From an optimization exercise on the open Yosys and OpenROAD flow, aimed at a short achievable clock period and few clock cycles; shortcuts taken in it are not production practice.
Only simulation tests tie the RTL to the original design; equivalence was not proved.
Power figures rest on the tool's default switching activity, not on a simulated workload.

==> flow/design.v (outline; a module is shown in full before it is edited, if it fits) <==
// module cim_mem: 36 lines
// module mac_engine: 966 lines
// module bus_rx_ctrl: 56 lines
// module patch_proj_ctrl: 60 lines
// module bus_tx_fill: 59 lines
// module cim_node: 102 lines
module cim_node #(
    parameter logic [1:0] NODE_ID = 2'd0
) (
    input  logic clk,
    input  logic rst_n,
    input  logic [3:0] bus_op,
    input  logic [47:0] bus_data,
    input  logic [1:0] bus_target_or_sender,
    output logic [3:0] bus_out_op,
    output logic [47:0] bus_out_data,
    output logic [1:0] bus_out_target_or_sender,
    output logic bus_drive,
    output logic is_ready
);
  // ...
==> flow/flow/run.sh <==
#!/bin/bash
# Standard layout, with timing repair aiming well past the 10 ns constraint
set -euo pipefail
bash standard.sh SETUP_SLACK_MARGIN=7 finish > standard_flow.log 2>&1
==> flow/standard.sh <==
#!/bin/bash
# synth_recipe.tcl (not shown) runs the flow's synth.tcl, then flattens the netlist and writes it again
# the make line also repeats each setting of config.mk as NAME=value (left out here)
make -C /OpenROAD-flow-scripts/flow DESIGN_CONFIG=/design/flow/config.mk WORK_HOME=/design/flow/orfs CLKGATE_MAP_FILE= SYNTH_SCRIPT=/design/flow/synth_recipe.tcl "${@:-finish}"
==> flow/config.mk <==
export PLATFORM = sky130hd
export DESIGN_NAME = cim_node
export DESIGN_NICKNAME = cim_node
export VERILOG_FILES = /design/flow/design.v
export SDC_FILE = /design/flow/constraint.sdc
export NUM_CORES = 4
export LEC_CHECK = 0
export CAP_MARGIN = 20
export CORE_MARGIN = 2
export CORE_UTILIZATION = 65
export PLACE_DENSITY = 0.8
export SLEW_MARGIN = 20
==> flow/constraint.sdc <==
create_clock -name core_clock -period 10.0 [get_ports {clk}]
set_input_delay 2.0000 -clock core_clock [delete_from_list [all_inputs] [get_ports {clk}]]
set_output_delay 2.0000 -clock core_clock [all_outputs]
set_load 0.01 [all_outputs]
==> qor.log, run 1 <==
qor: detailed_routing.drt-total-wl 53.8 mm
qor: cts.clk_pin_slew 0.06 ns
qor: layout.n_all_buffers 150
qor: synthesis.post_synth_xor_area_fraction 6.91%
qor: setup_path.r2r_slack 7.05 ns
qor: setup_path.worstSetupStartpointType primary input
qor: detailed_routing.final_routed_drc_violation_total 0
qor: global_route.grt_first_pass_wirelength 83.4 mm
qor: layout.share_of_cell_area_taken_by_multi_input_logic_gates 38.0%
qor: setup_path.cp_num_cells 6
qor: cts.number_of_buffers_on_the_longest_clock_path 3
qor: sta.min_period 3.16 ns
qor: status.run_status finished clean
qor: power.irDropWorstVdd 0.000228 V
qor: layout.design_area 25100 um2
qor: detailed_routing.wl_met2 26.4 mm
qor: setup_path.timing.critical_path.slowest_cell_delay 0.47 ns
qor: setup_path.worstReg2RegStart u_patch_proj_ctrl.first_q
qor: floorplan.taps 442
qor: layout.num-multi-input-gates 1020
qor: hold_path.min-delay-path-class register to register
qor: hold_path.hold_path_startpoint u_bus_rx_ctrl.word_idx[3]
qor: placement.dp.cells 2194
qor: sta.hold_slack 0.333 ns
qor: floorplan.vert_die_dim 187 um
qor: detailed_routing.highest-signal-layer met4
qor: sta.fin_ws 6.84 ns
qor: detailed_routing.via_per_inst 6.20
qor: synthesis.synth.area.top_cells sky130_fd_sc_hd__dfxtp_1 (27%), sky130_fd_sc_hd__edfxtp_1 (25%), sky130_fd_sc_hd__fa_1 (9.0%), sky130_fd_sc_hd__a22oi_1 (5.6%), sky130_fd_sc_hd__mux2_2 (5.5%)
qor: detailed_routing.dr.pass1.iters 7
qor: layout.most-common-layout-cells sky130_fd_sc_hd__dfxtp_1 (260), sky130_fd_sc_hd__edfxtp_1 (182), sky130_fd_sc_hd__a22oi_1 (163)
qor: synthesis.yosys_register_bits 479
qor: floorplan.design.portCount 112
qor: setup_path.setup.worst_path.end_class register
qor: layout.ant_diodes 0
qor: layout.layout.core_utilization 76.8%
Testbench counts, summed over its fixed seeds: cycles 51,328.
==> run 2, diff against run 1 <==
==> flow/design.v (replaced) <==
`timescale 1ns/1ps
`default_nettype none
package cim_pkg;
    localparam logic [3:0] NOP = 4'd0;
    localparam logic [3:0] PATCH_LOAD_BROADCAST_START_OP = 4'd1;
    localparam logic [3:0] PATCH_LOAD_BROADCAST_OP = 4'd2;
    localparam logic [3:0] DENSE_BROADCAST_START_OP = 4'd3;
    localparam logic [3:0] DENSE_BROADCAST_DATA_OP = 4'd4;
    localparam logic [3:0] PARAM_STREAM_START_OP = 4'd5;
    localparam logic [3:0] PARAM_STREAM_OP = 4'd6;
    localparam int PATCH_LEN = 8;
    localparam int NUM_PATCHES = 4;
    localparam logic [5:0] BIAS_ADDR = 6'd8;
endpackage
`default_nettype wire
`timescale 1ns/1ps
`default_nettype none
import cim_pkg::*;
module cim_mem (
    input  logic clk,
    input  logic par_we,
    input  logic [5:0] par_addr,
    input  logic [15:0] par_data,
    input  logic word_v,            
    output logic [15:0] k1,
    output logic [17:0] k3,
    output logic [10:0] nk,         
    output logic [15:0] bias
);
    logic [15:0] kern [PATCH_LEN];
    logic [15:0] knext;
    assign knext = word_v ? kern[1] : kern[0];
    always_ff @(posedge clk) begin
        for (int i = 0; i < PATCH_LEN; i++) begin
            if (par_we && par_addr == 6'(i)) begin
                kern[i] <= par_data;
            end else if (word_v) begin
                kern[i] <= kern[(i + 1) % PATCH_LEN];
            end
        end
        if (par_we && par_addr == BIAS_ADDR) begin
            bias <= par_data;
        end
        k1 <= knext;
        k3 <= {{2{knext[15]}}, knext} + {knext[15], knext, 1'b0};
        nk <= 11'd0 - knext[10:0];
    end
endmodule
`default_nettype wire
`timescale 1ns/1ps
`default_nettype none
module mac_engine (
    input  logic clk,
    input  logic [4:0] ng,
    input  logic [4:0] m1,
    input  logic [4:0] m2,
    input  logic [4:0] m3,
    input  logic [4:0] m4,
    input  logic p5,
    input  logic n5,
    input  logic [15:0] k1,
    input  logic [17:0] k3,
    input  logic [10:0] nk,
    input  logic [15:0] base,
    output logic [15:0] acc_next
);
    logic row0_0;
    logic row0_1;
    logic row0_2;
    logic row0_3;
    logic row0_4;
    logic row0_5;
    logic row0_6;
    logic row0_7;
    logic row0_8;
    logic row0_9;
    logic row0_10;
    logic row0_11;
    logic row0_12;
    logic row0_13;
    logic row0_14;
    logic row0_15;
    logic row0_16;
    logic row0_17;
    logic row1_0;
    logic row1_1;
    logic row1_2;
    logic row1_3;
    logic row1_4;
    logic row1_5;
    logic row1_6;
    logic row1_7;
    logic row1_8;
    logic row1_9;
    logic row1_10;
    logic row1_11;
    logic row1_12;
    logic row1_13;
    logic row1_14;
    logic row1_15;
    logic row1_16;
    logic row1_17;
    logic row2_0;
    logic row2_1;
    logic row2_2;
    logic row2_3;
    logic row2_4;
    logic row2_5;
    logic row2_6;
    logic row2_7;
    logic row2_8;
    logic row2_9;
    logic row2_10;
    logic row2_11;
    logic row2_12;
    logic row2_13;
    logic row2_14;
    logic row2_15;
    logic row2_16;
    logic row2_17;
    logic row3_0;
    logic row3_1;
    logic row3_2;
    logic row3_3;
    logic row3_4;
    logic row3_5;
    logic row3_6;
    logic row3_7;
    logic row3_8;
    logic row3_9;
    logic row3_10;
    logic row3_11;
    logic row3_12;
    logic row3_13;
    logic row3_14;
    logic row3_15;
    logic row3_16;
    logic row4_0;
    logic row4_1;
    logic row4_2;
    logic row4_3;
    logic row4_4;
    logic row4_5;
    logic row4_6;
    logic row4_7;
    logic row4_8;
    logic row4_9;
    logic row4_10;
    logic row4_11;
    logic row4_12;
    logic row4_13;
    logic row5_0;
    logic row5_1;
    logic row5_2;
    logic row5_3;
    logic row5_4;
    logic row5_5;
    logic row5_6;
    logic row5_7;
    logic row5_8;
    logic row5_9;
    logic row5_10;
    logic t1;
    logic t2;
    logic t3;
    logic t4;
    logic t5;
    logic t6;
    logic t7;
    logic t8;
    logic t9;
    logic t10;
    logic t11;
    logic t12;
    logic t13;
    logic t14;
    logic t15;
    logic t16;
    logic t17;
    logic t18;
    logic t19;
    logic t20;
    logic t21;
    logic t22;
    logic t23;
    logic t24;
    logic t25;
    logic t26;
    logic t27;
    logic t28;
    logic t29;
    logic t30;
    logic t31;
    logic t32;
    logic t33;
    logic t34;
    logic t35;
    logic t36;
    logic t37;
    logic t38;
    logic t39;
    logic t40;
    logic t41;
    logic t42;
    logic t43;
    logic t44;
    logic t45;
    logic t46;
    logic t47;
    logic t48;
    logic t49;
    logic t50;
    logic t51;
    logic t52;
    logic t53;
    logic t54;
    logic t55;
    logic t56;
    logic t57;
    logic t58;
    logic t59;
    logic t60;
    logic t61;
    logic t62;
    logic t63;
    logic t64;
    logic t65;
    logic t66;
    logic t67;
    logic t68;
    logic t69;
    logic t70;
    logic t71;
    logic t72;
    logic t73;
    logic t74;
    logic t75;
    logic t76;
    logic t77;
    logic t78;
    logic t79;
    logic t80;
    logic t81;
    logic t82;
    logic t83;
    logic t84;
    logic t85;
    logic t86;
    logic t87;
    logic t88;
    logic t89;
    logic t90;
    logic t91;
    logic t92;
    logic t93;
    logic t94;
    logic t95;
    logic t96;
    logic t97;
    logic t98;
    logic t99;
    logic t100;
    logic t101;
    logic t102;
    logic t103;
    logic t104;
    logic t105;
    logic t106;
    logic t107;
    logic t108;
    logic t109;
    logic t110;
    logic t111;
    logic t112;
    logic t113;
    logic t114;
    logic t115;
    logic t116;
    logic t117;
    logic t118;
    logic t119;
    logic t120;
    logic t121;
    logic t122;
    logic t123;
    logic t124;
    logic t125;
    logic t126;
    logic t127;
    logic t128;
    logic t129;
    logic t130;
    logic t131;
    logic t132;
    logic t133;
    logic t134;
    logic t135;
    logic t136;
    logic t137;
    logic t138;
    logic t139;
    logic t140;
    logic t141;
    logic t142;
    logic t143;
    logic t144;
    logic t145;
    logic t146;
    logic t147;
    logic t148;
    logic t149;
    logic t150;
    logic t151;
    logic t152;
    logic t153;
    logic t154;
    logic t155;
    logic t156;
    logic t157;
    logic t158;
    logic t159;
    logic t160;
    logic t161;
    logic t162;
    logic t163;
    logic t164;
    logic t165;
    logic t166;
    logic t167;
    logic t168;
    logic t169;
    logic t170;
    logic t171;
    logic t172;
    logic t173;
    logic t174;
    logic t175;
    logic t176;
    logic t177;
    logic t178;
    logic t179;
    logic t180;
    logic r1_0_0;
    logic r1_0_1;
    logic r1_1_0;
    logic r1_2_0;
    logic r1_3_0;
    logic r1_3_1;
    logic r1_3_2;
    logic r1_4_0;
    logic r1_4_1;
    logic r1_5_0;
    logic r1_5_1;
    logic r1_6_0;
    logic r1_6_1;
    logic r1_6_2;
    logic r1_7_0;
    logic r1_7_1;
    logic r1_7_2;
    logic r1_8_0;
    logic r1_8_1;
    logic r1_8_2;
    logic r1_9_0;
    logic r1_9_1;
    logic r1_9_2;
    logic r1_10_0;
    logic r1_10_1;
    logic r1_10_2;
    logic r1_11_0;
    logic r1_11_1;
    logic r1_11_2;
    logic r1_12_0;
    logic r1_12_1;
    logic r1_12_2;
    logic r1_13_0;
    logic r1_13_1;
    logic r1_13_2;
    logic r1_14_0;
    logic r1_14_1;
    logic r1_14_2;
    logic r1_15_0;
    logic r1_15_1;
    logic r1_15_2;
    logic r1_16_0;
    logic r1_16_1;
    logic r1_16_2;
    logic r1_17_0;
    logic r1_17_1;
    logic r1_17_2;
    logic r1_18_0;
    logic r1_18_1;
    logic r1_18_2;
    logic r1_19_0;
    logic r1_19_1;
    logic r1_19_2;
    logic r1_20_0;
    logic r1_20_1;
    logic r1_20_2;
    logic r1_21_0;
    logic r1_21_1;
    logic r1_21_2;
    logic r1_22_0;
    logic r1_22_1;
    logic r1_22_2;
    logic r1_23_0;
    logic r1_23_1;
    logic r1_23_2;
    logic r1_24_0;
    logic r1_24_1;
    logic r1_24_2;
    logic r1_25_0;
    logic r1_25_1;
    logic r1_25_2;
    logic [25:0] s;
    logic [25:0] c;
    logic [15:0] g;
    logic [15:0] p;
    logic [15:0] carry;
    logic cy;
    logic pp4_15;
    logic pg4_15;
    logic pp4_14;
    logic pg4_14;
    logic pp4_13;
    logic pg4_13;
    logic pp4_12;
    logic pg4_12;
    logic pp4_11;
    logic pg4_11;
    logic pp4_10;
    logic pg4_10;
    logic pp4_9;
    logic pg4_9;
    logic pp4_8;
    logic pg4_8;
    logic pp3_15;
    logic pg3_15;
    logic pp3_14;
    logic pg3_14;
    logic pp3_13;
    logic pg3_13;
    logic pp3_12;
    logic pg3_12;
    logic pp3_11;
    logic pg3_11;
    logic pp3_10;
    logic pg3_10;
    logic pp3_9;
    logic pg3_9;
    logic pp3_8;
    logic pg3_8;
    logic pp3_7;
    logic pg3_7;
    logic pp3_6;
    logic pg3_6;
    logic pp3_5;
    logic pg3_5;
    logic pp3_4;
    logic pg3_4;
    logic pp2_15;
    logic pg2_15;
    logic pp2_14;
    logic pg2_14;
    logic pp2_13;
    logic pg2_13;
    logic pp2_12;
    logic pg2_12;
    logic pp2_11;
    logic pg2_11;
    logic pp2_10;
    logic pg2_10;
    logic pp2_9;
    logic pg2_9;
    logic pp2_8;
    logic pg2_8;
    logic pp2_7;
    logic pg2_7;
    logic pp2_6;
    logic pg2_6;
    logic pp2_5;
    logic pg2_5;
    logic pp2_4;
    logic pg2_4;
    logic pp2_3;
    logic pg2_3;
    logic pp2_2;
    logic pg2_2;
    logic pp1_15;
    logic pg1_15;
    logic pp1_14;
    logic pg1_14;
    logic pp1_13;
    logic pg1_13;
    logic pp1_12;
    logic pg1_12;
    logic pp1_11;
    logic pg1_11;
    logic pp1_10;
    logic pg1_10;
    logic pp1_9;
    logic pg1_9;
    logic pp1_8;
    logic pg1_8;
    logic pp1_7;
    logic pg1_7;
    logic pp1_6;
    logic pg1_6;
    logic pp1_5;
    logic pg1_5;
    logic pp1_4;
    logic pg1_4;
    logic pp1_3;
    logic pg1_3;
    logic pp1_2;
    logic pg1_2;
    logic pp1_1;
    logic pg1_1;
    assign row0_0 = (((m1[0] & k1[0]) | (m3[0] & k3[0])) ^ ng[0]);
    assign row0_1 = (((m1[0] & k1[1]) | (m2[0] & k1[0]) | (m3[0] & k3[1])) ^ ng[0]);
    assign row0_2 = (((m1[0] & k1[2]) | (m2[0] & k1[1]) | (m3[0] & k3[2]) | (m4[0] & k1[0])) ^ ng[0]);
    assign row0_3 = (((m1[0] & k1[3]) | (m2[0] & k1[2]) | (m3[0] & k3[3]) | (m4[0] & k1[1])) ^ ng[0]);
    assign row0_4 = (((m1[0] & k1[4]) | (m2[0] & k1[3]) | (m3[0] & k3[4]) | (m4[0] & k1[2])) ^ ng[0]);
    assign row0_5 = (((m1[0] & k1[5]) | (m2[0] & k1[4]) | (m3[0] & k3[5]) | (m4[0] & k1[3])) ^ ng[0]);
    assign row0_6 = (((m1[0] & k1[6]) | (m2[0] & k1[5]) | (m3[0] & k3[6]) | (m4[0] & k1[4])) ^ ng[0]);
    assign row0_7 = (((m1[0] & k1[7]) | (m2[0] & k1[6]) | (m3[0] & k3[7]) | (m4[0] & k1[5])) ^ ng[0]);
    assign row0_8 = (((m1[0] & k1[8]) | (m2[0] & k1[7]) | (m3[0] & k3[8]) | (m4[0] & k1[6])) ^ ng[0]);
    assign row0_9 = (((m1[0] & k1[9]) | (m2[0] & k1[8]) | (m3[0] & k3[9]) | (m4[0] & k1[7])) ^ ng[0]);
    assign row0_10 = (((m1[0] & k1[10]) | (m2[0] & k1[9]) | (m3[0] & k3[10]) | (m4[0] & k1[8])) ^ ng[0]);
    assign row0_11 = (((m1[0] & k1[11]) | (m2[0] & k1[10]) | (m3[0] & k3[11]) | (m4[0] & k1[9])) ^ ng[0]);
    assign row0_12 = (((m1[0] & k1[12]) | (m2[0] & k1[11]) | (m3[0] & k3[12]) | (m4[0] & k1[10])) ^ ng[0]);
    assign row0_13 = (((m1[0] & k1[13]) | (m2[0] & k1[12]) | (m3[0] & k3[13]) | (m4[0] & k1[11])) ^ ng[0]);
    assign row0_14 = (((m1[0] & k1[14]) | (m2[0] & k1[13]) | (m3[0] & k3[14]) | (m4[0] & k1[12])) ^ ng[0]);
    assign row0_15 = (((m1[0] & k1[15]) | (m2[0] & k1[14]) | (m3[0] & k3[15]) | (m4[0] & k1[13])) ^ ng[0]);
    assign row0_16 = (((m1[0] & k1[15]) | (m2[0] & k1[15]) | (m3[0] & k3[16]) | (m4[0] & k1[14])) ^ ng[0]);
    assign row0_17 = (((m1[0] & k1[15]) | (m2[0] & k1[15]) | (m3[0] & k3[17]) | (m4[0] & k1[15])) ^ ng[0]);
    assign row1_0 = (((m1[1] & k1[0]) | (m3[1] & k3[0])) ^ ng[1]);
    assign row1_1 = (((m1[1] & k1[1]) | (m2[1] & k1[0]) | (m3[1] & k3[1])) ^ ng[1]);
    assign row1_2 = (((m1[1] & k1[2]) | (m2[1] & k1[1]) | (m3[1] & k3[2]) | (m4[1] & k1[0])) ^ ng[1]);
    assign row1_3 = (((m1[1] & k1[3]) | (m2[1] & k1[2]) | (m3[1] & k3[3]) | (m4[1] & k1[1])) ^ ng[1]);
    assign row1_4 = (((m1[1] & k1[4]) | (m2[1] & k1[3]) | (m3[1] & k3[4]) | (m4[1] & k1[2])) ^ ng[1]);
    assign row1_5 = (((m1[1] & k1[5]) | (m2[1] & k1[4]) | (m3[1] & k3[5]) | (m4[1] & k1[3])) ^ ng[1]);
    assign row1_6 = (((m1[1] & k1[6]) | (m2[1] & k1[5]) | (m3[1] & k3[6]) | (m4[1] & k1[4])) ^ ng[1]);
    assign row1_7 = (((m1[1] & k1[7]) | (m2[1] & k1[6]) | (m3[1] & k3[7]) | (m4[1] & k1[5])) ^ ng[1]);
    assign row1_8 = (((m1[1] & k1[8]) | (m2[1] & k1[7]) | (m3[1] & k3[8]) | (m4[1] & k1[6])) ^ ng[1]);
    assign row1_9 = (((m1[1] & k1[9]) | (m2[1] & k1[8]) | (m3[1] & k3[9]) | (m4[1] & k1[7])) ^ ng[1]);
    assign row1_10 = (((m1[1] & k1[10]) | (m2[1] & k1[9]) | (m3[1] & k3[10]) | (m4[1] & k1[8])) ^ ng[1]);
    assign row1_11 = (((m1[1] & k1[11]) | (m2[1] & k1[10]) | (m3[1] & k3[11]) | (m4[1] & k1[9])) ^ ng[1]);
    assign row1_12 = (((m1[1] & k1[12]) | (m2[1] & k1[11]) | (m3[1] & k3[12]) | (m4[1] & k1[10])) ^ ng[1]);
    assign row1_13 = (((m1[1] & k1[13]) | (m2[1] & k1[12]) | (m3[1] & k3[13]) | (m4[1] & k1[11])) ^ ng[1]);
    assign row1_14 = (((m1[1] & k1[14]) | (m2[1] & k1[13]) | (m3[1] & k3[14]) | (m4[1] & k1[12])) ^ ng[1]);
    assign row1_15 = (((m1[1] & k1[15]) | (m2[1] & k1[14]) | (m3[1] & k3[15]) | (m4[1] & k1[13])) ^ ng[1]);
    assign row1_16 = (((m1[1] & k1[15]) | (m2[1] & k1[15]) | (m3[1] & k3[16]) | (m4[1] & k1[14])) ^ ng[1]);
    assign row1_17 = (((m1[1] & k1[15]) | (m2[1] & k1[15]) | (m3[1] & k3[17]) | (m4[1] & k1[15])) ^ ng[1]);
    assign row2_0 = (((m1[2] & k1[0]) | (m3[2] & k3[0])) ^ ng[2]);
    assign row2_1 = (((m1[2] & k1[1]) | (m2[2] & k1[0]) | (m3[2] & k3[1])) ^ ng[2]);
    assign row2_2 = (((m1[2] & k1[2]) | (m2[2] & k1[1]) | (m3[2] & k3[2]) | (m4[2] & k1[0])) ^ ng[2]);
    assign row2_3 = (((m1[2] & k1[3]) | (m2[2] & k1[2]) | (m3[2] & k3[3]) | (m4[2] & k1[1])) ^ ng[2]);
    assign row2_4 = (((m1[2] & k1[4]) | (m2[2] & k1[3]) | (m3[2] & k3[4]) | (m4[2] & k1[2])) ^ ng[2]);
    assign row2_5 = (((m1[2] & k1[5]) | (m2[2] & k1[4]) | (m3[2] & k3[5]) | (m4[2] & k1[3])) ^ ng[2]);
    assign row2_6 = (((m1[2] & k1[6]) | (m2[2] & k1[5]) | (m3[2] & k3[6]) | (m4[2] & k1[4])) ^ ng[2]);
    assign row2_7 = (((m1[2] & k1[7]) | (m2[2] & k1[6]) | (m3[2] & k3[7]) | (m4[2] & k1[5])) ^ ng[2]);
    assign row2_8 = (((m1[2] & k1[8]) | (m2[2] & k1[7]) | (m3[2] & k3[8]) | (m4[2] & k1[6])) ^ ng[2]);
    assign row2_9 = (((m1[2] & k1[9]) | (m2[2] & k1[8]) | (m3[2] & k3[9]) | (m4[2] & k1[7])) ^ ng[2]);
    assign row2_10 = (((m1[2] & k1[10]) | (m2[2] & k1[9]) | (m3[2] & k3[10]) | (m4[2] & k1[8])) ^ ng[2]);
    assign row2_11 = (((m1[2] & k1[11]) | (m2[2] & k1[10]) | (m3[2] & k3[11]) | (m4[2] & k1[9])) ^ ng[2]);
    assign row2_12 = (((m1[2] & k1[12]) | (m2[2] & k1[11]) | (m3[2] & k3[12]) | (m4[2] & k1[10])) ^ ng[2]);
    assign row2_13 = (((m1[2] & k1[13]) | (m2[2] & k1[12]) | (m3[2] & k3[13]) | (m4[2] & k1[11])) ^ ng[2]);
    assign row2_14 = (((m1[2] & k1[14]) | (m2[2] & k1[13]) | (m3[2] & k3[14]) | (m4[2] & k1[12])) ^ ng[2]);
    assign row2_15 = (((m1[2] & k1[15]) | (m2[2] & k1[14]) | (m3[2] & k3[15]) | (m4[2] & k1[13])) ^ ng[2]);
    assign row2_16 = (((m1[2] & k1[15]) | (m2[2] & k1[15]) | (m3[2] & k3[16]) | (m4[2] & k1[14])) ^ ng[2]);
    assign row2_17 = (((m1[2] & k1[15]) | (m2[2] & k1[15]) | (m3[2] & k3[17]) | (m4[2] & k1[15])) ^ ng[2]);
    assign row3_0 = (((m1[3] & k1[0]) | (m3[3] & k3[0])) ^ ng[3]);
    assign row3_1 = (((m1[3] & k1[1]) | (m2[3] & k1[0]) | (m3[3] & k3[1])) ^ ng[3]);
    assign row3_2 = (((m1[3] & k1[2]) | (m2[3] & k1[1]) | (m3[3] & k3[2]) | (m4[3] & k1[0])) ^ ng[3]);
    assign row3_3 = (((m1[3] & k1[3]) | (m2[3] & k1[2]) | (m3[3] & k3[3]) | (m4[3] & k1[1])) ^ ng[3]);
    assign row3_4 = (((m1[3] & k1[4]) | (m2[3] & k1[3]) | (m3[3] & k3[4]) | (m4[3] & k1[2])) ^ ng[3]);
    assign row3_5 = (((m1[3] & k1[5]) | (m2[3] & k1[4]) | (m3[3] & k3[5]) | (m4[3] & k1[3])) ^ ng[3]);
    assign row3_6 = (((m1[3] & k1[6]) | (m2[3] & k1[5]) | (m3[3] & k3[6]) | (m4[3] & k1[4])) ^ ng[3]);
    assign row3_7 = (((m1[3] & k1[7]) | (m2[3] & k1[6]) | (m3[3] & k3[7]) | (m4[3] & k1[5])) ^ ng[3]);
    assign row3_8 = (((m1[3] & k1[8]) | (m2[3] & k1[7]) | (m3[3] & k3[8]) | (m4[3] & k1[6])) ^ ng[3]);
    assign row3_9 = (((m1[3] & k1[9]) | (m2[3] & k1[8]) | (m3[3] & k3[9]) | (m4[3] & k1[7])) ^ ng[3]);
    assign row3_10 = (((m1[3] & k1[10]) | (m2[3] & k1[9]) | (m3[3] & k3[10]) | (m4[3] & k1[8])) ^ ng[3]);
    assign row3_11 = (((m1[3] & k1[11]) | (m2[3] & k1[10]) | (m3[3] & k3[11]) | (m4[3] & k1[9])) ^ ng[3]);
    assign row3_12 = (((m1[3] & k1[12]) | (m2[3] & k1[11]) | (m3[3] & k3[12]) | (m4[3] & k1[10])) ^ ng[3]);
    assign row3_13 = (((m1[3] & k1[13]) | (m2[3] & k1[12]) | (m3[3] & k3[13]) | (m4[3] & k1[11])) ^ ng[3]);
    assign row3_14 = (((m1[3] & k1[14]) | (m2[3] & k1[13]) | (m3[3] & k3[14]) | (m4[3] & k1[12])) ^ ng[3]);
    assign row3_15 = (((m1[3] & k1[15]) | (m2[3] & k1[14]) | (m3[3] & k3[15]) | (m4[3] & k1[13])) ^ ng[3]);
    assign row3_16 = (((m1[3] & k1[15]) | (m2[3] & k1[15]) | (m3[3] & k3[16]) | (m4[3] & k1[14])) ^ ng[3]);
    assign row4_0 = (((m1[4] & k1[0]) | (m3[4] & k3[0])) ^ ng[4]);
    assign row4_1 = (((m1[4] & k1[1]) | (m2[4] & k1[0]) | (m3[4] & k3[1])) ^ ng[4]);
    assign row4_2 = (((m1[4] & k1[2]) | (m2[4] & k1[1]) | (m3[4] & k3[2]) | (m4[4] & k1[0])) ^ ng[4]);
    assign row4_3 = (((m1[4] & k1[3]) | (m2[4] & k1[2]) | (m3[4] & k3[3]) | (m4[4] & k1[1])) ^ ng[4]);
    assign row4_4 = (((m1[4] & k1[4]) | (m2[4] & k1[3]) | (m3[4] & k3[4]) | (m4[4] & k1[2])) ^ ng[4]);
    assign row4_5 = (((m1[4] & k1[5]) | (m2[4] & k1[4]) | (m3[4] & k3[5]) | (m4[4] & k1[3])) ^ ng[4]);
    assign row4_6 = (((m1[4] & k1[6]) | (m2[4] & k1[5]) | (m3[4] & k3[6]) | (m4[4] & k1[4])) ^ ng[4]);
    assign row4_7 = (((m1[4] & k1[7]) | (m2[4] & k1[6]) | (m3[4] & k3[7]) | (m4[4] & k1[5])) ^ ng[4]);
    assign row4_8 = (((m1[4] & k1[8]) | (m2[4] & k1[7]) | (m3[4] & k3[8]) | (m4[4] & k1[6])) ^ ng[4]);
    assign row4_9 = (((m1[4] & k1[9]) | (m2[4] & k1[8]) | (m3[4] & k3[9]) | (m4[4] & k1[7])) ^ ng[4]);
    assign row4_10 = (((m1[4] & k1[10]) | (m2[4] & k1[9]) | (m3[4] & k3[10]) | (m4[4] & k1[8])) ^ ng[4]);
    assign row4_11 = (((m1[4] & k1[11]) | (m2[4] & k1[10]) | (m3[4] & k3[11]) | (m4[4] & k1[9])) ^ ng[4]);
    assign row4_12 = (((m1[4] & k1[12]) | (m2[4] & k1[11]) | (m3[4] & k3[12]) | (m4[4] & k1[10])) ^ ng[4]);
    assign row4_13 = (((m1[4] & k1[13]) | (m2[4] & k1[12]) | (m3[4] & k3[13]) | (m4[4] & k1[11])) ^ ng[4]);
    assign row5_0 = (p5 & k1[0]) | (n5 & nk[0]);
    assign row5_1 = (p5 & k1[1]) | (n5 & nk[1]);
    assign row5_2 = (p5 & k1[2]) | (n5 & nk[2]);
    assign row5_3 = (p5 & k1[3]) | (n5 & nk[3]);
    assign row5_4 = (p5 & k1[4]) | (n5 & nk[4]);
    assign row5_5 = (p5 & k1[5]) | (n5 & nk[5]);
    assign row5_6 = (p5 & k1[6]) | (n5 & nk[6]);
    assign row5_7 = (p5 & k1[7]) | (n5 & nk[7]);
    assign row5_8 = (p5 & k1[8]) | (n5 & nk[8]);
    assign row5_9 = (p5 & k1[9]) | (n5 & nk[9]);
    assign row5_10 = (p5 & k1[10]) | (n5 & nk[10]);
    assign t1 = row0_9 ^ row1_6;
    assign t2 = row0_9 & row1_6;
    assign t3 = row0_10 ^ row1_7;
    assign t4 = row0_10 & row1_7;
    assign t5 = row0_11 ^ row1_8;
    assign t6 = row0_11 & row1_8;
    assign t7 = row0_12 ^ row1_9 ^ row2_6;
    assign t8 = (row0_12 & row1_9) | (row0_12 & row2_6) | (row1_9 & row2_6);
    assign t9 = row3_3 ^ row4_0;
    assign t10 = row3_3 & row4_0;
    assign t11 = row0_13 ^ row1_10 ^ row2_7;
    assign t12 = (row0_13 & row1_10) | (row0_13 & row2_7) | (row1_10 & row2_7);
    assign t13 = row3_4 ^ row4_1;
    assign t14 = row3_4 & row4_1;
    assign t15 = row0_14 ^ row1_11 ^ row2_8;
    assign t16 = (row0_14 & row1_11) | (row0_14 & row2_8) | (row1_11 & row2_8);
    assign t17 = row3_5 ^ row4_2;
    assign t18 = row3_5 & row4_2;
    assign t19 = row0_15 ^ row1_12 ^ row2_9;
    assign t20 = (row0_15 & row1_12) | (row0_15 & row2_9) | (row1_12 & row2_9);
    assign t21 = row3_6 ^ row4_3 ^ row5_0;
    assign t22 = (row3_6 & row4_3) | (row3_6 & row5_0) | (row4_3 & row5_0);
    assign t23 = row0_16 ^ row1_13 ^ row2_10;
    assign t24 = (row0_16 & row1_13) | (row0_16 & row2_10) | (row1_13 & row2_10);
    assign t25 = row3_7 ^ row4_4 ^ row5_1;
    assign t26 = (row3_7 & row4_4) | (row3_7 & row5_1) | (row4_4 & row5_1);
    assign t27 = row0_17 ^ row1_14 ^ row2_11;
    assign t28 = (row0_17 & row1_14) | (row0_17 & row2_11) | (row1_14 & row2_11);
    assign t29 = row3_8 ^ row4_5 ^ row5_2;
    assign t30 = (row3_8 & row4_5) | (row3_8 & row5_2) | (row4_5 & row5_2);
    assign t31 = row0_17 ^ row1_15 ^ row2_12;
    assign t32 = (row0_17 & row1_15) | (row0_17 & row2_12) | (row1_15 & row2_12);
    assign t33 = row3_9 ^ row4_6 ^ row5_3;
    assign t34 = (row3_9 & row4_6) | (row3_9 & row5_3) | (row4_6 & row5_3);
    assign t35 = row0_17 ^ row1_16 ^ row2_13;
    assign t36 = (row0_17 & row1_16) | (row0_17 & row2_13) | (row1_16 & row2_13);
    assign t37 = row3_10 ^ row4_7 ^ row5_4;
    assign t38 = (row3_10 & row4_7) | (row3_10 & row5_4) | (row4_7 & row5_4);
    assign t39 = row0_17 ^ row1_17 ^ row2_14;
    assign t40 = (row0_17 & row1_17) | (row0_17 & row2_14) | (row1_17 & row2_14);
    assign t41 = row3_11 ^ row4_8 ^ row5_5;
    assign t42 = (row3_11 & row4_8) | (row3_11 & row5_5) | (row4_8 & row5_5);
    assign t43 = row0_17 ^ row1_17 ^ row2_15;
    assign t44 = (row0_17 & row1_17) | (row0_17 & row2_15) | (row1_17 & row2_15);
    assign t45 = row3_12 ^ row4_9 ^ row5_6;
    assign t46 = (row3_12 & row4_9) | (row3_12 & row5_6) | (row4_9 & row5_6);
    assign t47 = row0_17 ^ row1_17 ^ row2_16;
    assign t48 = (row0_17 & row1_17) | (row0_17 & row2_16) | (row1_17 & row2_16);
    assign t49 = row3_13 ^ row4_10 ^ row5_7;
    assign t50 = (row3_13 & row4_10) | (row3_13 & row5_7) | (row4_10 & row5_7);
    assign t51 = row0_17 ^ row1_17 ^ row2_17;
    assign t52 = (row0_17 & row1_17) | (row0_17 & row2_17) | (row1_17 & row2_17);
    assign t53 = row3_14 ^ row4_11 ^ row5_8;
    assign t54 = (row3_14 & row4_11) | (row3_14 & row5_8) | (row4_11 & row5_8);
    assign t55 = row0_17 ^ row1_17 ^ row2_17;
    assign t56 = (row0_17 & row1_17) | (row0_17 & row2_17) | (row1_17 & row2_17);
    assign t57 = row3_15 ^ row4_12 ^ row5_9;
    assign t58 = (row3_15 & row4_12) | (row3_15 & row5_9) | (row4_12 & row5_9);
    assign t59 = row0_17 ^ row1_17 ^ row2_17;
    assign t60 = (row0_17 & row1_17) | (row0_17 & row2_17) | (row1_17 & row2_17);
    assign t61 = row3_16 ^ row4_13 ^ row5_10;
    assign t62 = (row3_16 & row4_13) | (row3_16 & row5_10) | (row4_13 & row5_10);
    assign t63 = row0_6 ^ row1_3;
    assign t64 = row0_6 & row1_3;
    assign t65 = row0_7 ^ row1_4;
    assign t66 = row0_7 & row1_4;
    assign t67 = row0_8 ^ row1_5;
    assign t68 = row0_8 & row1_5;
    assign t69 = t1 ^ row2_3 ^ row3_0;
    assign t70 = (t1 & row2_3) | (t1 & row3_0) | (row2_3 & row3_0);
    assign t71 = t2 ^ t3 ^ row2_4;
    assign t72 = (t2 & t3) | (t2 & row2_4) | (t3 & row2_4);
    assign t73 = t4 ^ t5 ^ row2_5;
    assign t74 = (t4 & t5) | (t4 & row2_5) | (t5 & row2_5);
    assign t75 = t6 ^ t7 ^ t9;
    assign t76 = (t6 & t7) | (t6 & t9) | (t7 & t9);
    assign t77 = t8 ^ t10 ^ t11;
    assign t78 = (t8 & t10) | (t8 & t11) | (t10 & t11);
    assign t79 = t12 ^ t14 ^ t15;
    assign t80 = (t12 & t14) | (t12 & t15) | (t14 & t15);
    assign t81 = t16 ^ t18 ^ t19;
    assign t82 = (t16 & t18) | (t16 & t19) | (t18 & t19);
    assign t83 = t20 ^ t22 ^ t23;
    assign t84 = (t20 & t22) | (t20 & t23) | (t22 & t23);
    assign t85 = t24 ^ t26 ^ t27;
    assign t86 = (t24 & t26) | (t24 & t27) | (t26 & t27);
    assign t87 = t28 ^ t30 ^ t31;
    assign t88 = (t28 & t30) | (t28 & t31) | (t30 & t31);
    assign t89 = t32 ^ t34 ^ t35;
    assign t90 = (t32 & t34) | (t32 & t35) | (t34 & t35);
    assign t91 = t36 ^ t38 ^ t39;
    assign t92 = (t36 & t38) | (t36 & t39) | (t38 & t39);
    assign t93 = t40 ^ t42 ^ t43;
    assign t94 = (t40 & t42) | (t40 & t43) | (t42 & t43);
    assign t95 = t44 ^ t46 ^ t47;
    assign t96 = (t44 & t46) | (t44 & t47) | (t46 & t47);
    assign t97 = t48 ^ t50 ^ t51;
    assign t98 = (t48 & t50) | (t48 & t51) | (t50 & t51);
    assign t99 = t52 ^ t54 ^ t55;
    assign t100 = (t52 & t54) | (t52 & t55) | (t54 & t55);
    assign t101 = t56 ^ t58 ^ t59;
    assign t102 = (t56 & t58) | (t56 & t59) | (t58 & t59);
    assign t103 = r1_10_0 ^ r1_10_1;
    assign t104 = r1_10_0 & r1_10_1;
    assign t105 = r1_11_0 ^ r1_11_1 ^ r1_11_2;
    assign t106 = (r1_11_0 & r1_11_1) | (r1_11_0 & r1_11_2) | (r1_11_1 & r1_11_2);
    assign t107 = r1_12_0 ^ r1_12_1 ^ r1_12_2;
    assign t108 = (r1_12_0 & r1_12_1) | (r1_12_0 & r1_12_2) | (r1_12_1 & r1_12_2);
    assign t109 = r1_13_0 ^ r1_13_1 ^ r1_13_2;
    assign t110 = (r1_13_0 & r1_13_1) | (r1_13_0 & r1_13_2) | (r1_13_1 & r1_13_2);
    assign t111 = r1_14_0 ^ r1_14_1 ^ r1_14_2;
    assign t112 = (r1_14_0 & r1_14_1) | (r1_14_0 & r1_14_2) | (r1_14_1 & r1_14_2);
    assign t113 = r1_15_0 ^ r1_15_1 ^ r1_15_2;
    assign t114 = (r1_15_0 & r1_15_1) | (r1_15_0 & r1_15_2) | (r1_15_1 & r1_15_2);
    assign t115 = r1_16_0 ^ r1_16_1 ^ r1_16_2;
    assign t116 = (r1_16_0 & r1_16_1) | (r1_16_0 & r1_16_2) | (r1_16_1 & r1_16_2);
    assign t117 = r1_17_0 ^ r1_17_1 ^ r1_17_2;
    assign t118 = (r1_17_0 & r1_17_1) | (r1_17_0 & r1_17_2) | (r1_17_1 & r1_17_2);
    assign t119 = r1_18_0 ^ r1_18_1 ^ r1_18_2;
    assign t120 = (r1_18_0 & r1_18_1) | (r1_18_0 & r1_18_2) | (r1_18_1 & r1_18_2);
    assign t121 = r1_19_0 ^ r1_19_1 ^ r1_19_2;
    assign t122 = (r1_19_0 & r1_19_1) | (r1_19_0 & r1_19_2) | (r1_19_1 & r1_19_2);
    assign t123 = r1_20_0 ^ r1_20_1 ^ r1_20_2;
    assign t124 = (r1_20_0 & r1_20_1) | (r1_20_0 & r1_20_2) | (r1_20_1 & r1_20_2);
    assign t125 = r1_21_0 ^ r1_21_1 ^ r1_21_2;
    assign t126 = (r1_21_0 & r1_21_1) | (r1_21_0 & r1_21_2) | (r1_21_1 & r1_21_2);
    assign t127 = r1_22_0 ^ r1_22_1 ^ r1_22_2;
    assign t128 = (r1_22_0 & r1_22_1) | (r1_22_0 & r1_22_2) | (r1_22_1 & r1_22_2);
    assign t129 = r1_23_0 ^ r1_23_1 ^ r1_23_2;
    assign t130 = (r1_23_0 & r1_23_1) | (r1_23_0 & r1_23_2) | (r1_23_1 & r1_23_2);
    assign t131 = r1_24_0 ^ r1_24_1 ^ r1_24_2;
    assign t132 = (r1_24_0 & r1_24_1) | (r1_24_0 & r1_24_2) | (r1_24_1 & r1_24_2);
    assign t133 = r1_25_0 ^ r1_25_1 ^ r1_25_2;
    assign t134 = (r1_25_0 & r1_25_1) | (r1_25_0 & r1_25_2) | (r1_25_1 & r1_25_2);
    assign t135 = r1_3_0 ^ r1_3_1;
    assign t136 = r1_3_0 & r1_3_1;
    assign t137 = r1_4_0 ^ r1_4_1;
    assign t138 = r1_4_0 & r1_4_1;
    assign t139 = r1_5_0 ^ r1_5_1;
    assign t140 = r1_5_0 & r1_5_1;
    assign t141 = r1_6_0 ^ r1_6_1 ^ r1_6_2;
    assign t142 = (r1_6_0 & r1_6_1) | (r1_6_0 & r1_6_2) | (r1_6_1 & r1_6_2);
    assign t143 = r1_7_0 ^ r1_7_1 ^ r1_7_2;
    assign t144 = (r1_7_0 & r1_7_1) | (r1_7_0 & r1_7_2) | (r1_7_1 & r1_7_2);
    assign t145 = r1_8_0 ^ r1_8_1 ^ r1_8_2;
    assign t146 = (r1_8_0 & r1_8_1) | (r1_8_0 & r1_8_2) | (r1_8_1 & r1_8_2);
    assign t147 = r1_9_0 ^ r1_9_1 ^ r1_9_2;
    assign t148 = (r1_9_0 & r1_9_1) | (r1_9_0 & r1_9_2) | (r1_9_1 & r1_9_2);
    assign t149 = t103 ^ r1_10_2 ^ base[0];
    assign t150 = (t103 & r1_10_2) | (t103 & base[0]) | (r1_10_2 & base[0]);
    assign t151 = t104 ^ t105 ^ base[1];
    assign t152 = (t104 & t105) | (t104 & base[1]) | (t105 & base[1]);
    assign t153 = t106 ^ t107 ^ base[2];
    assign t154 = (t106 & t107) | (t106 & base[2]) | (t107 & base[2]);
    assign t155 = t108 ^ t109 ^ base[3];
    assign t156 = (t108 & t109) | (t108 & base[3]) | (t109 & base[3]);
    assign t157 = t110 ^ t111 ^ base[4];
    assign t158 = (t110 & t111) | (t110 & base[4]) | (t111 & base[4]);
    assign t159 = t112 ^ t113 ^ base[5];
    assign t160 = (t112 & t113) | (t112 & base[5]) | (t113 & base[5]);
    assign t161 = t114 ^ t115 ^ base[6];
    assign t162 = (t114 & t115) | (t114 & base[6]) | (t115 & base[6]);
    assign t163 = t116 ^ t117 ^ base[7];
    assign t164 = (t116 & t117) | (t116 & base[7]) | (t117 & base[7]);
    assign t165 = t118 ^ t119 ^ base[8];
    assign t166 = (t118 & t119) | (t118 & base[8]) | (t119 & base[8]);
    assign t167 = t120 ^ t121 ^ base[9];
    assign t168 = (t120 & t121) | (t120 & base[9]) | (t121 & base[9]);
    assign t169 = t122 ^ t123 ^ base[10];
    assign t170 = (t122 & t123) | (t122 & base[10]) | (t123 & base[10]);
    assign t171 = t124 ^ t125 ^ base[11];
    assign t172 = (t124 & t125) | (t124 & base[11]) | (t125 & base[11]);
    assign t173 = t126 ^ t127 ^ base[12];
    assign t174 = (t126 & t127) | (t126 & base[12]) | (t127 & base[12]);
    assign t175 = t128 ^ t129 ^ base[13];
    assign t176 = (t128 & t129) | (t128 & base[13]) | (t129 & base[13]);
    assign t177 = t130 ^ t131 ^ base[14];
    assign t178 = (t130 & t131) | (t130 & base[14]) | (t131 & base[14]);
    assign t179 = t132 ^ t133 ^ base[15];
    assign t180 = (t132 & t133) | (t132 & base[15]) | (t133 & base[15]);
    assign s[0] = r1_0_0;
    assign c[0] = r1_0_1;
    assign s[1] = r1_1_0;
    assign c[1] = 1'b0;
    assign s[2] = r1_2_0;
    assign c[2] = 1'b0;
    assign s[3] = t135;
    assign c[3] = r1_3_2;
    assign s[4] = t136;
    assign c[4] = t137;
    assign s[5] = t138;
    assign c[5] = t139;
    assign s[6] = t140;
    assign c[6] = t141;
    assign s[7] = t142;
    assign c[7] = t143;
    assign s[8] = t144;
    assign c[8] = t145;
    assign s[9] = t146;
    assign c[9] = t147;
    assign s[10] = t148;
    assign c[10] = t149;
    assign s[11] = t150;
    assign c[11] = t151;
    assign s[12] = t152;
    assign c[12] = t153;
    assign s[13] = t154;
    assign c[13] = t155;
    assign s[14] = t156;
    assign c[14] = t157;
    assign s[15] = t158;
    assign c[15] = t159;
    assign s[16] = t160;
    assign c[16] = t161;
    assign s[17] = t162;
    assign c[17] = t163;
    assign s[18] = t164;
    assign c[18] = t165;
    assign s[19] = t166;
    assign c[19] = t167;
    assign s[20] = t168;
    assign c[20] = t169;
    assign s[21] = t170;
    assign c[21] = t171;
    assign s[22] = t172;
    assign c[22] = t173;
    assign s[23] = t174;
    assign c[23] = t175;
    assign s[24] = t176;
    assign c[24] = t177;
    assign s[25] = t178;
    assign c[25] = t179;
    assign cy = (({1'b0, s[9:0]} + {1'b0, c[9:0]}) >> 10) != 11'd0;
    assign g = s[25:10] & c[25:10];
    assign p = s[25:10] ^ c[25:10];
    assign pg1_1 = g[1] | (p[1] & g[0]);
    assign pp1_1 = p[1] & p[0];
    assign pg1_2 = g[2] | (p[2] & g[1]);
    assign pp1_2 = p[2] & p[1];
    assign pg1_3 = g[3] | (p[3] & g[2]);
    assign pp1_3 = p[3] & p[2];
    assign pg1_4 = g[4] | (p[4] & g[3]);
    assign pp1_4 = p[4] & p[3];
    assign pg1_5 = g[5] | (p[5] & g[4]);
    assign pp1_5 = p[5] & p[4];
    assign pg1_6 = g[6] | (p[6] & g[5]);
    assign pp1_6 = p[6] & p[5];
    assign pg1_7 = g[7] | (p[7] & g[6]);
    assign pp1_7 = p[7] & p[6];
    assign pg1_8 = g[8] | (p[8] & g[7]);
    assign pp1_8 = p[8] & p[7];
    assign pg1_9 = g[9] | (p[9] & g[8]);
    assign pp1_9 = p[9] & p[8];
    assign pg1_10 = g[10] | (p[10] & g[9]);
    assign pp1_10 = p[10] & p[9];
    assign pg1_11 = g[11] | (p[11] & g[10]);
    assign pp1_11 = p[11] & p[10];
    assign pg1_12 = g[12] | (p[12] & g[11]);
    assign pp1_12 = p[12] & p[11];
    assign pg1_13 = g[13] | (p[13] & g[12]);
    assign pp1_13 = p[13] & p[12];
    assign pg1_14 = g[14] | (p[14] & g[13]);
    assign pp1_14 = p[14] & p[13];
    assign pg1_15 = g[15] | (p[15] & g[14]);
    assign pp1_15 = p[15] & p[14];
    assign pg2_2 = pg1_2 | (pp1_2 & g[0]);
    assign pp2_2 = pp1_2 & p[0];
    assign pg2_3 = pg1_3 | (pp1_3 & pg1_1);
    assign pp2_3 = pp1_3 & pp1_1;
    assign pg2_4 = pg1_4 | (pp1_4 & pg1_2);
    assign pp2_4 = pp1_4 & pp1_2;
    assign pg2_5 = pg1_5 | (pp1_5 & pg1_3);
    assign pp2_5 = pp1_5 & pp1_3;
    assign pg2_6 = pg1_6 | (pp1_6 & pg1_4);
    assign pp2_6 = pp1_6 & pp1_4;
    assign pg2_7 = pg1_7 | (pp1_7 & pg1_5);
    assign pp2_7 = pp1_7 & pp1_5;
    assign pg2_8 = pg1_8 | (pp1_8 & pg1_6);
    assign pp2_8 = pp1_8 & pp1_6;
    assign pg2_9 = pg1_9 | (pp1_9 & pg1_7);
    assign pp2_9 = pp1_9 & pp1_7;
    assign pg2_10 = pg1_10 | (pp1_10 & pg1_8);
    assign pp2_10 = pp1_10 & pp1_8;
    assign pg2_11 = pg1_11 | (pp1_11 & pg1_9);
    assign pp2_11 = pp1_11 & pp1_9;
    assign pg2_12 = pg1_12 | (pp1_12 & pg1_10);
    assign pp2_12 = pp1_12 & pp1_10;
    assign pg2_13 = pg1_13 | (pp1_13 & pg1_11);
    assign pp2_13 = pp1_13 & pp1_11;
    assign pg2_14 = pg1_14 | (pp1_14 & pg1_12);
    assign pp2_14 = pp1_14 & pp1_12;
    assign pg2_15 = pg1_15 | (pp1_15 & pg1_13);
    assign pp2_15 = pp1_15 & pp1_13;
    assign pg3_4 = pg2_4 | (pp2_4 & g[0]);
    assign pp3_4 = pp2_4 & p[0];
    assign pg3_5 = pg2_5 | (pp2_5 & pg1_1);
    assign pp3_5 = pp2_5 & pp1_1;
    assign pg3_6 = pg2_6 | (pp2_6 & pg2_2);
    assign pp3_6 = pp2_6 & pp2_2;
    assign pg3_7 = pg2_7 | (pp2_7 & pg2_3);
    assign pp3_7 = pp2_7 & pp2_3;
    assign pg3_8 = pg2_8 | (pp2_8 & pg2_4);
    assign pp3_8 = pp2_8 & pp2_4;
    assign pg3_9 = pg2_9 | (pp2_9 & pg2_5);
    assign pp3_9 = pp2_9 & pp2_5;
    assign pg3_10 = pg2_10 | (pp2_10 & pg2_6);
    assign pp3_10 = pp2_10 & pp2_6;
    assign pg3_11 = pg2_11 | (pp2_11 & pg2_7);
    assign pp3_11 = pp2_11 & pp2_7;
    assign pg3_12 = pg2_12 | (pp2_12 & pg2_8);
    assign pp3_12 = pp2_12 & pp2_8;
    assign pg3_13 = pg2_13 | (pp2_13 & pg2_9);
    assign pp3_13 = pp2_13 & pp2_9;
    assign pg3_14 = pg2_14 | (pp2_14 & pg2_10);
    assign pp3_14 = pp2_14 & pp2_10;
    assign pg3_15 = pg2_15 | (pp2_15 & pg2_11);
    assign pp3_15 = pp2_15 & pp2_11;
    assign pg4_8 = pg3_8 | (pp3_8 & g[0]);
    assign pp4_8 = pp3_8 & p[0];
    assign pg4_9 = pg3_9 | (pp3_9 & pg1_1);
    assign pp4_9 = pp3_9 & pp1_1;
    assign pg4_10 = pg3_10 | (pp3_10 & pg2_2);
    assign pp4_10 = pp3_10 & pp2_2;
    assign pg4_11 = pg3_11 | (pp3_11 & pg2_3);
    assign pp4_11 = pp3_11 & pp2_3;
    assign pg4_12 = pg3_12 | (pp3_12 & pg3_4);
    assign pp4_12 = pp3_12 & pp3_4;
    assign pg4_13 = pg3_13 | (pp3_13 & pg3_5);
    assign pp4_13 = pp3_13 & pp3_5;
    assign pg4_14 = pg3_14 | (pp3_14 & pg3_6);
    assign pp4_14 = pp3_14 & pp3_6;
    assign pg4_15 = pg3_15 | (pp3_15 & pg3_7);
    assign pp4_15 = pp3_15 & pp3_7;
    assign carry[0] = cy;
    assign carry[1] = g[0] | (p[0] & cy);
    assign carry[2] = pg1_1 | (pp1_1 & cy);
    assign carry[3] = pg2_2 | (pp2_2 & cy);
    assign carry[4] = pg2_3 | (pp2_3 & cy);
    assign carry[5] = pg3_4 | (pp3_4 & cy);
    assign carry[6] = pg3_5 | (pp3_5 & cy);
    assign carry[7] = pg3_6 | (pp3_6 & cy);
    assign carry[8] = pg3_7 | (pp3_7 & cy);
    assign carry[9] = pg4_8 | (pp4_8 & cy);
    assign carry[10] = pg4_9 | (pp4_9 & cy);
    assign carry[11] = pg4_10 | (pp4_10 & cy);
    assign carry[12] = pg4_11 | (pp4_11 & cy);
    assign carry[13] = pg4_12 | (pp4_12 & cy);
    assign carry[14] = pg4_13 | (pp4_13 & cy);
    assign carry[15] = pg4_14 | (pp4_14 & cy);
    assign acc_next = p ^ carry;
    always_ff @(posedge clk) begin
        r1_0_0 <= row0_0;
        r1_0_1 <= ng[0];
        r1_1_0 <= row0_1;
        r1_2_0 <= row0_2;
        r1_3_0 <= row0_3;
        r1_3_1 <= row1_0;
        r1_3_2 <= ng[1];
        r1_4_0 <= row0_4;
        r1_4_1 <= row1_1;
        r1_5_0 <= row0_5;
        r1_5_1 <= row1_2;
        r1_6_0 <= t63;
        r1_6_1 <= row2_0;
        r1_6_2 <= ng[2];
        r1_7_0 <= t64;
        r1_7_1 <= t65;
        r1_7_2 <= row2_1;
        r1_8_0 <= t66;
        r1_8_1 <= t67;
        r1_8_2 <= row2_2;
        r1_9_0 <= t68;
        r1_9_1 <= t69;
        r1_9_2 <= ng[3];
        r1_10_0 <= t70;
        r1_10_1 <= t71;
        r1_10_2 <= row3_1;
        r1_11_0 <= t72;
        r1_11_1 <= t73;
        r1_11_2 <= row3_2;
        r1_12_0 <= t74;
        r1_12_1 <= t75;
        r1_12_2 <= ng[4];
        r1_13_0 <= t76;
        r1_13_1 <= t77;
        r1_13_2 <= t13;
        r1_14_0 <= t78;
        r1_14_1 <= t79;
        r1_14_2 <= t17;
        r1_15_0 <= t80;
        r1_15_1 <= t81;
        r1_15_2 <= t21;
        r1_16_0 <= t82;
        r1_16_1 <= t83;
        r1_16_2 <= t25;
        r1_17_0 <= t84;
        r1_17_1 <= t85;
        r1_17_2 <= t29;
        r1_18_0 <= t86;
        r1_18_1 <= t87;
        r1_18_2 <= t33;
        r1_19_0 <= t88;
        r1_19_1 <= t89;
        r1_19_2 <= t37;
        r1_20_0 <= t90;
        r1_20_1 <= t91;
        r1_20_2 <= t41;
        r1_21_0 <= t92;
        r1_21_1 <= t93;
        r1_21_2 <= t45;
        r1_22_0 <= t94;
        r1_22_1 <= t95;
        r1_22_2 <= t49;
        r1_23_0 <= t96;
        r1_23_1 <= t97;
        r1_23_2 <= t53;
        r1_24_0 <= t98;
        r1_24_1 <= t99;
        r1_24_2 <= t57;
        r1_25_0 <= t100;
        r1_25_1 <= t101;
        r1_25_2 <= t61;
    end
endmodule
`default_nettype wire
`timescale 1ns/1ps
`default_nettype none
import cim_pkg::*;
module bus_rx_ctrl #(
    parameter logic [1:0] NODE_ID = 2'd0
) (
    input  logic clk,
    input  logic rst_n,
    input  logic [3:0] bus_op,
    input  logic [47:0] bus_data,
    input  logic [1:0] bus_target_or_sender,
    output logic par_we,
    output logic [5:0] par_addr,
    output logic [15:0] par_data,
    output logic word_v,
    output logic [4:0] ng,
    output logic [4:0] m1,
    output logic [4:0] m2,
    output logic [4:0] m3,
    output logic [4:0] m4,
    output logic p5,
    output logic n5,
    output logic [4:0] word_idx,  
    output logic load_start       
);
    logic to_me;
    logic word_in;
    logic [5:0] rx_addr;
    logic [1:0] lane;
    logic [4:0] word_cnt;
    logic [16:0] xw;
    assign to_me = (bus_target_or_sender == NODE_ID);
    assign word_in = (bus_op == PATCH_LOAD_BROADCAST_OP);
    assign xw = {bus_data[15:0], 1'b0};
    always_ff @(posedge clk) begin
        par_addr <= rx_addr;
        word_idx <= word_cnt;
        case (lane)
            2'd1: par_data <= bus_data[31:16];
            2'd2: par_data <= bus_data[47:32];
            default: par_data <= bus_data[15:0];
        endcase
        for (int j = 0; j < 5; j++) begin
            ng[j] <= 1'b0;
            m1[j] <= 1'b0;
            m2[j] <= 1'b0;
            m3[j] <= 1'b0;
            m4[j] <= 1'b0;
            if (word_in) begin
                case (xw[3*j +: 4])
                    4'b0001, 4'b0010: m1[j] <= 1'b1;
                    4'b0011, 4'b0100: m2[j] <= 1'b1;
                    4'b0101, 4'b0110: m3[j] <= 1'b1;
                    4'b0111: m4[j] <= 1'b1;
                    4'b1000: begin ng[j] <= 1'b1; m4[j] <= 1'b1; end
                    4'b1001, 4'b1010: begin ng[j] <= 1'b1; m3[j] <= 1'b1; end
                    4'b1011, 4'b1100: begin ng[j] <= 1'b1; m2[j] <= 1'b1; end
                    4'b1101, 4'b1110: begin ng[j] <= 1'b1; m1[j] <= 1'b1; end
                    default: begin
                    end
                endcase
            end
        end
        p5 <= word_in & bus_data[14] & ~bus_data[15];
        n5 <= word_in & bus_data[15] & ~bus_data[14];
        if (bus_op == PARAM_STREAM_START_OP) begin
            rx_addr <= bus_data[5:0];
            lane <= 2'd0;
        end else if (bus_op == PARAM_STREAM_OP && to_me) begin
            rx_addr <= rx_addr + 6'd1;
            lane <= (lane == 2'd2) ? 2'd0 : lane + 2'd1;
        end
        if (!rst_n) begin
            par_we <= 1'b0;
            word_v <= 1'b0;
            load_start <= 1'b0;
            word_cnt <= '0;
        end else begin
            par_we <= (bus_op == PARAM_STREAM_OP) && to_me;
            word_v <= word_in;
            load_start <= (bus_op == PATCH_LOAD_BROADCAST_START_OP);
            if (bus_op == PATCH_LOAD_BROADCAST_START_OP) begin
                word_cnt <= '0;
            end else if (word_in) begin
                word_cnt <= word_cnt + 5'd1;
            end
        end
    end
endmodule
`default_nettype wire
`timescale 1ns/1ps
`default_nettype none
import cim_pkg::*;
module patch_proj_ctrl (
    input  logic clk,
    input  logic rst_n,
    input  logic load_start,
    input  logic word_v,
    input  logic [4:0] word_idx,
    input  logic [15:0] acc_next,     
    input  logic [15:0] bias,
    output logic [15:0] base,
    output logic [15:0] res0,
    output logic [15:0] res1,
    output logic [15:0] res2,
    output logic [15:0] res3,
    output logic is_ready
);
    logic v_q;
    logic first_q;
    logic [1:0] patch_q;
    logic [15:0] acc;
    assign base = (v_q && first_q) ? bias : acc;
    assign res3 = acc;
    always_ff @(posedge clk) begin
        first_q <= (word_idx[2:0] == 3'd0);
        patch_q <= word_idx[4:3];
        acc <= acc_next;
        if (v_q && first_q) begin
            case (patch_q)
                2'd1: res0 <= acc;
                2'd2: res1 <= acc;
                2'd3: res2 <= acc;
                default: begin
                end
            endcase
        end
        if (!rst_n) begin
            v_q <= 1'b0;
            is_ready <= 1'b0;
        end else begin
            v_q <= word_v;
            if (load_start) begin
                is_ready <= 1'b0;
            end else if (word_v && word_idx == 5'd31) begin
                is_ready <= 1'b1;
            end
        end
    end
endmodule
`default_nettype wire
`timescale 1ns/1ps
`default_nettype none
import cim_pkg::*;
module bus_tx_fill #(
    parameter logic [1:0] NODE_ID = 2'd0
) (
    input  logic clk,
    input  logic rst_n,
    input  logic [3:0] bus_op,
    input  logic [47:0] bus_data,
    input  logic [1:0] bus_target_or_sender,
    input  logic [15:0] res0,
    input  logic [15:0] res1,
    input  logic [15:0] res2,
    input  logic [15:0] res3,
    output logic bus_drive,
    output logic [3:0] bus_out_op,
    output logic [47:0] bus_out_data
);
    logic req;
    logic [1:0] a;
    logic [1:0] n;
    assign req = (bus_op == DENSE_BROADCAST_START_OP) && (bus_target_or_sender == NODE_ID);
    assign a = bus_data[1:0];     
    assign n = bus_data[17:16];   
    logic [15:0] at0;
    logic [15:0] at1;
    logic [15:0] at2;
    logic n1;
    logic n2;
    logic n3;
    logic [15:0] lane2;
    logic [15:0] lane1;
    logic [15:0] lane0;
    always_comb begin
        case (a)
            2'd0: begin at0 = res0; at1 = res1; at2 = res2; end
            2'd1: begin at0 = res1; at1 = res2; at2 = res3; end
            2'd2: begin at0 = res2; at1 = res3; at2 = res0; end
            default: begin at0 = res3; at1 = res0; at2 = res1; end
        endcase
    end
    assign n1 = (n == 2'd1);
    assign n2 = (n == 2'd2);
    assign n3 = (n == 2'd3);
    assign lane0 = n3 ? at0 : 16'h0000;
    assign lane1 = n2 ? at0 : (n3 ? at1 : 16'h0000);
    assign lane2 = n1 ? at0 : (n2 ? at1 : at2);
    always_ff @(posedge clk) begin
        bus_out_data <= {lane2, lane1, lane0};
        if (!rst_n) begin
            bus_drive <= 1'b0;
            bus_out_op <= NOP;
        end else begin
            bus_drive <= req;
            bus_out_op <= req ? DENSE_BROADCAST_DATA_OP : NOP;
        end
    end
endmodule
`default_nettype wire
`timescale 1ns/1ps
`default_nettype none
import cim_pkg::*;
module cim_node #(
    parameter logic [1:0] NODE_ID = 2'd0
) (
    input  logic clk,
    input  logic rst_n,
    input  logic [3:0] bus_op,
    input  logic [47:0] bus_data,
    input  logic [1:0] bus_target_or_sender,
    output logic [3:0] bus_out_op,
    output logic [47:0] bus_out_data,
    output logic [1:0] bus_out_target_or_sender,
    output logic bus_drive,
    output logic is_ready
);
    logic par_we;
    logic [5:0] par_addr;
    logic [15:0] par_data;
    logic word_v;
    logic [4:0] ng;
    logic [4:0] m1;
    logic [4:0] m2;
    logic [4:0] m3;
    logic [4:0] m4;
    logic p5;
    logic n5;
    logic [4:0] word_idx;
    logic load_start;
    logic [15:0] k1;
    logic [17:0] k3;
    logic [10:0] nk;
    logic [15:0] bias;
    logic [15:0] base;
    logic [15:0] acc_next;
    logic [15:0] res0;
    logic [15:0] res1;
    logic [15:0] res2;
    logic [15:0] res3;
    assign bus_out_target_or_sender = NODE_ID;   
    bus_rx_ctrl #(.NODE_ID(NODE_ID)) u_bus_rx_ctrl (
        .clk(clk),
        .rst_n(rst_n),
        .bus_op(bus_op),
        .bus_data(bus_data),
        .bus_target_or_sender(bus_target_or_sender),
        .par_we(par_we),
        .par_addr(par_addr),
        .par_data(par_data),
        .word_v(word_v),
        .ng(ng),
        .m1(m1),
        .m2(m2),
        .m3(m3),
        .m4(m4),
        .p5(p5),
        .n5(n5),
        .word_idx(word_idx),
        .load_start(load_start)
    );
    cim_mem u_cim_mem (
        .clk(clk),
        .par_we(par_we),
        .par_addr(par_addr),
        .par_data(par_data),
        .word_v(word_v),
        .k1(k1),
        .k3(k3),
        .nk(nk),
        .bias(bias)
    );
    mac_engine u_mac_engine (
        .clk(clk),
        .ng(ng),
        .m1(m1),
        .m2(m2),
        .m3(m3),
        .m4(m4),
        .p5(p5),
        .n5(n5),
        .k1(k1),
        .k3(k3),
        .nk(nk),
        .base(base),
        .acc_next(acc_next)
    );
    patch_proj_ctrl u_patch_proj_ctrl (
        .clk(clk),
        .rst_n(rst_n),
        .load_start(load_start),
        .word_v(word_v),
        .word_idx(word_idx),
        .acc_next(acc_next),
        .bias(bias),
        .base(base),
        .res0(res0),
        .res1(res1),
        .res2(res2),
        .res3(res3),
        .is_ready(is_ready)
    );
    bus_tx_fill #(.NODE_ID(NODE_ID)) u_bus_tx_fill (
        .clk(clk),
        .rst_n(rst_n),
        .bus_op(bus_op),
        .bus_data(bus_data),
        .bus_target_or_sender(bus_target_or_sender),
        .res0(res0),
        .res1(res1),
        .res2(res2),
        .res3(res3),
        .bus_drive(bus_drive),
        .bus_out_op(bus_out_op),
        .bus_out_data(bus_out_data)
    );
endmodule
`default_nettype wire
==> flow/config.mk (replaced) <==
export PLATFORM = sky130hd
export DESIGN_NAME = cim_node
export DESIGN_NICKNAME = cim_node
export VERILOG_FILES = /design/flow/design.v
export SDC_FILE = /design/flow/constraint.sdc
export NUM_CORES = 4
export LEC_CHECK = 0
export CAP_MARGIN = 20
export CORE_MARGIN = 2
export CORE_UTILIZATION = 40
export PLACE_DENSITY = 0.6
export SLEW_MARGIN = 20
==> qor.log, run 2 <==
qor: layout.layout.core_utilization 48.0% [-29 points]
qor: power.power.density_cell_area 208 nW/um2
qor: cts.cts_tree done
qor: floorplan.design.portCount 112 [unchanged]
qor: placement.detailedPlacementHpwl 37.9 mm
qor: power.power.share.switching 30.2%
qor: setup_path.worst-path-max-fanout 2
qor: cts.clk_pin_slew 0.07 ns [about the same]
qor: global_route.first_global_vias 14500
qor: setup_path.timing.critical_path.slowest_cell_delay 0.35 ns [-0.12 ns]
qor: cts.insertion_delay 0.60 ns
qor: placement.placedInstanceArea 23300 um2
qor: cts.number_of_buffers_on_the_longest_clock_path 3 [unchanged]
qor: detailed_routing.wl_per_cell 20.6 um
qor: detailed_routing.drt-total-wl 54.1 mm [+0.61%]
qor: layout.ant_diodes 0 [unchanged]
qor: setup_path.worstSetupStartpointType register
qor: synthesis.synth_flop_cell sky130_fd_sc_hd__dfxtp_1
qor: floorplan.initial_core_util 40.4%
qor: detailed_routing.final_routed_drc_violation_total 0 [unchanged]
qor: detailed_routing.via_per_inst 5.41 [-13%]
qor: detailed_routing.dr.pass1.iters 7 [unchanged]
qor: hold_path.min-delay-path-class register to register
qor: synthesis.synth.area.top_cells sky130_fd_sc_hd__edfxtp_1 (25%), sky130_fd_sc_hd__dfxtp_1 (24%), sky130_fd_sc_hd__fa_1 (6.7%), sky130_fd_sc_hd__mux2_2 (5.7%), sky130_fd_sc_hd__xnor2_1 (4.2%)
qor: layout.most-common-layout-cells sky130_fd_sc_hd__dfxtp_1 (229), sky130_fd_sc_hd__edfxtp_1 (182), sky130_fd_sc_hd__mux2_2 (107)
qor: setup_path.data_arrival_time_of_the_critical_path 1.04 ns
qor: sta.min_period 3.04 ns [-0.122 ns]
qor: power.internal_power 0.00375 W
qor: synthesis.yosys_register_bits 444 [-7.3%]
qor: status.run_status finished clean
qor: floorplan.vert_die_dim 237 um [+27%]
qor: cts.total_cts_buffers 48
qor: setup_path.worst-endpoint-required 8.00 ns
qor: synthesis.synth.lib_cells_used.distinct 65
qor: global_route.grt_remaining_overflow 0
qor: power.power.clock.fraction 34.1%
qor: global_route.globalRouteTotalUtil 19.3%
qor: sta.final-setup-viol-count 0
qor: synthesis.netlist_area 21700 um2
qor: power.irDropWorstVdd 0.000142 V [-38%]
qor: power.total_switching_power 0.00162 W
qor: placement.dp.cells 2489 [+13%]
qor: layout.most_common_cell_after_layout_fill_and_taps_aside sky130_fd_sc_hd__dfxtp_1
qor: power.seq_power_share 44.7%
qor: global_route.grt_first_pass_wirelength 84.8 mm [+1.7%]
qor: synthesis.count_of_warnings_emitted_by_yosys 6
qor: layout.design_area 25800 um2 [+2.8%]
qor: sta.final_max_slew_viol_count 0
qor: setup_path.setup.worst_path.end_class output port
==> run 2: final timing paths <==
path,to,startpoint,cells after the start,slack [ns]
setup / recovery,bus_drive,u_bus_tx_fill.bus_out_op[2],1,6.96
hold / removal,u_patch_proj_ctrl.patch_q[0],u_bus_rx_ctrl.word_idx[3],0,0.36
setup reg to reg,u_patch_proj_ctrl.acc[15],u_mac_engine.r1_11_2,11,6.98
hold reg to reg,u_patch_proj_ctrl.patch_q[0],u_bus_rx_ctrl.word_idx[3],0,0.36
==> run 2: layout make-up <==
cell class | count | area, um2
timing repair buffer | 166 | 1580
sequential | 444 | 10800
clock buffer | 71 | 1460
fill | 4718 | 28000
timing repair inverter | 1 | 7.51
clock inverter | 18 | 220
inverter | 103 | 390
multi-input combinational | 1121 | 10600
tap | 696 | 871
==> run 2: power groups by stage <==
stage	Combinational [W]	Sequential, W	Clock [W]
after floorplan	0.000755	0.00227	0
after global placement	0.000963	0.00242	0
after detailed placement	0.000984	0.00243	0
after CTS	0.00106	0.00240	0.00187
after global routing	0.00126	0.00243	0.00195
final	0.00114	0.00240	0.00183
==> run 2: metal layers <==
| layer | global-route usage, % | routed length (um) |
|---|---|---|
| met5 | 0 | 0 |
| met4 | 6.38 | 1700 |
| met3 | 3.17 | 2500 |
| met2 | 33.1 | 26400 |
| met1 | 24.8 | 23500 |
==> run 2: worst reg2reg max path, cell delays in order (launching register included) <==
cell,delay [ns]
sky130_fd_sc_hd__dfxtp_2,0.32
sky130_fd_sc_hd__fa_1,0.54
sky130_fd_sc_hd__inv_2,0.05
sky130_fd_sc_hd__fa_1,0.51
sky130_fd_sc_hd__inv_2,0.05
sky130_fd_sc_hd__ha_4,0.17
sky130_fd_sc_hd__a2111oi_4,0.38
sky130_fd_sc_hd__a21oi_4,0.13
sky130_fd_sc_hd__nor3_4,0.27
sky130_fd_sc_hd__o21ai_4,0.10
sky130_fd_sc_hd__o31a_1,0.25
sky130_fd_sc_hd__xnor2_1,0.12
==> run 2: cell families after synthesis <==
logic type	Yosys count	synth area share [%]
buf+inv	246	4.54
mux	218	11.9
fa+ha+maj	138	10.5
compound gates	355	12.0
flops	444	49.3
simple gates	258	5.91
other cells	1	0.0173
xor+xnor	147	5.92
==> run 2: through the flow <==
step	total power (W)	hold slack [ns]	setup WS [ns]
global placement	0.00338	0.351	5.46
global route	0.00563	0.368	6.84
detailed placement	0.00341	0.358	5.42
finish	0.00538	0.360	6.96
floorplan	0.00302	0.329	6.95
CTS	0.00532	0.368	6.92
==> run 2: timing repair <==
| action | 4_1_cts | 5_1_grt |
|---|---|---|
| pin swaps | 19 | 13 |
| cloned | 3 | 0 |
| resized for setup | 298 | 61 |
| hold buffers | 0 | 0 |
| endpoints found under the setup margin | 185 | 109 |
| buffers inserted | 22 | 14 |
Testbench counts of run 2, summed over its fixed seeds: cycles 50,848.
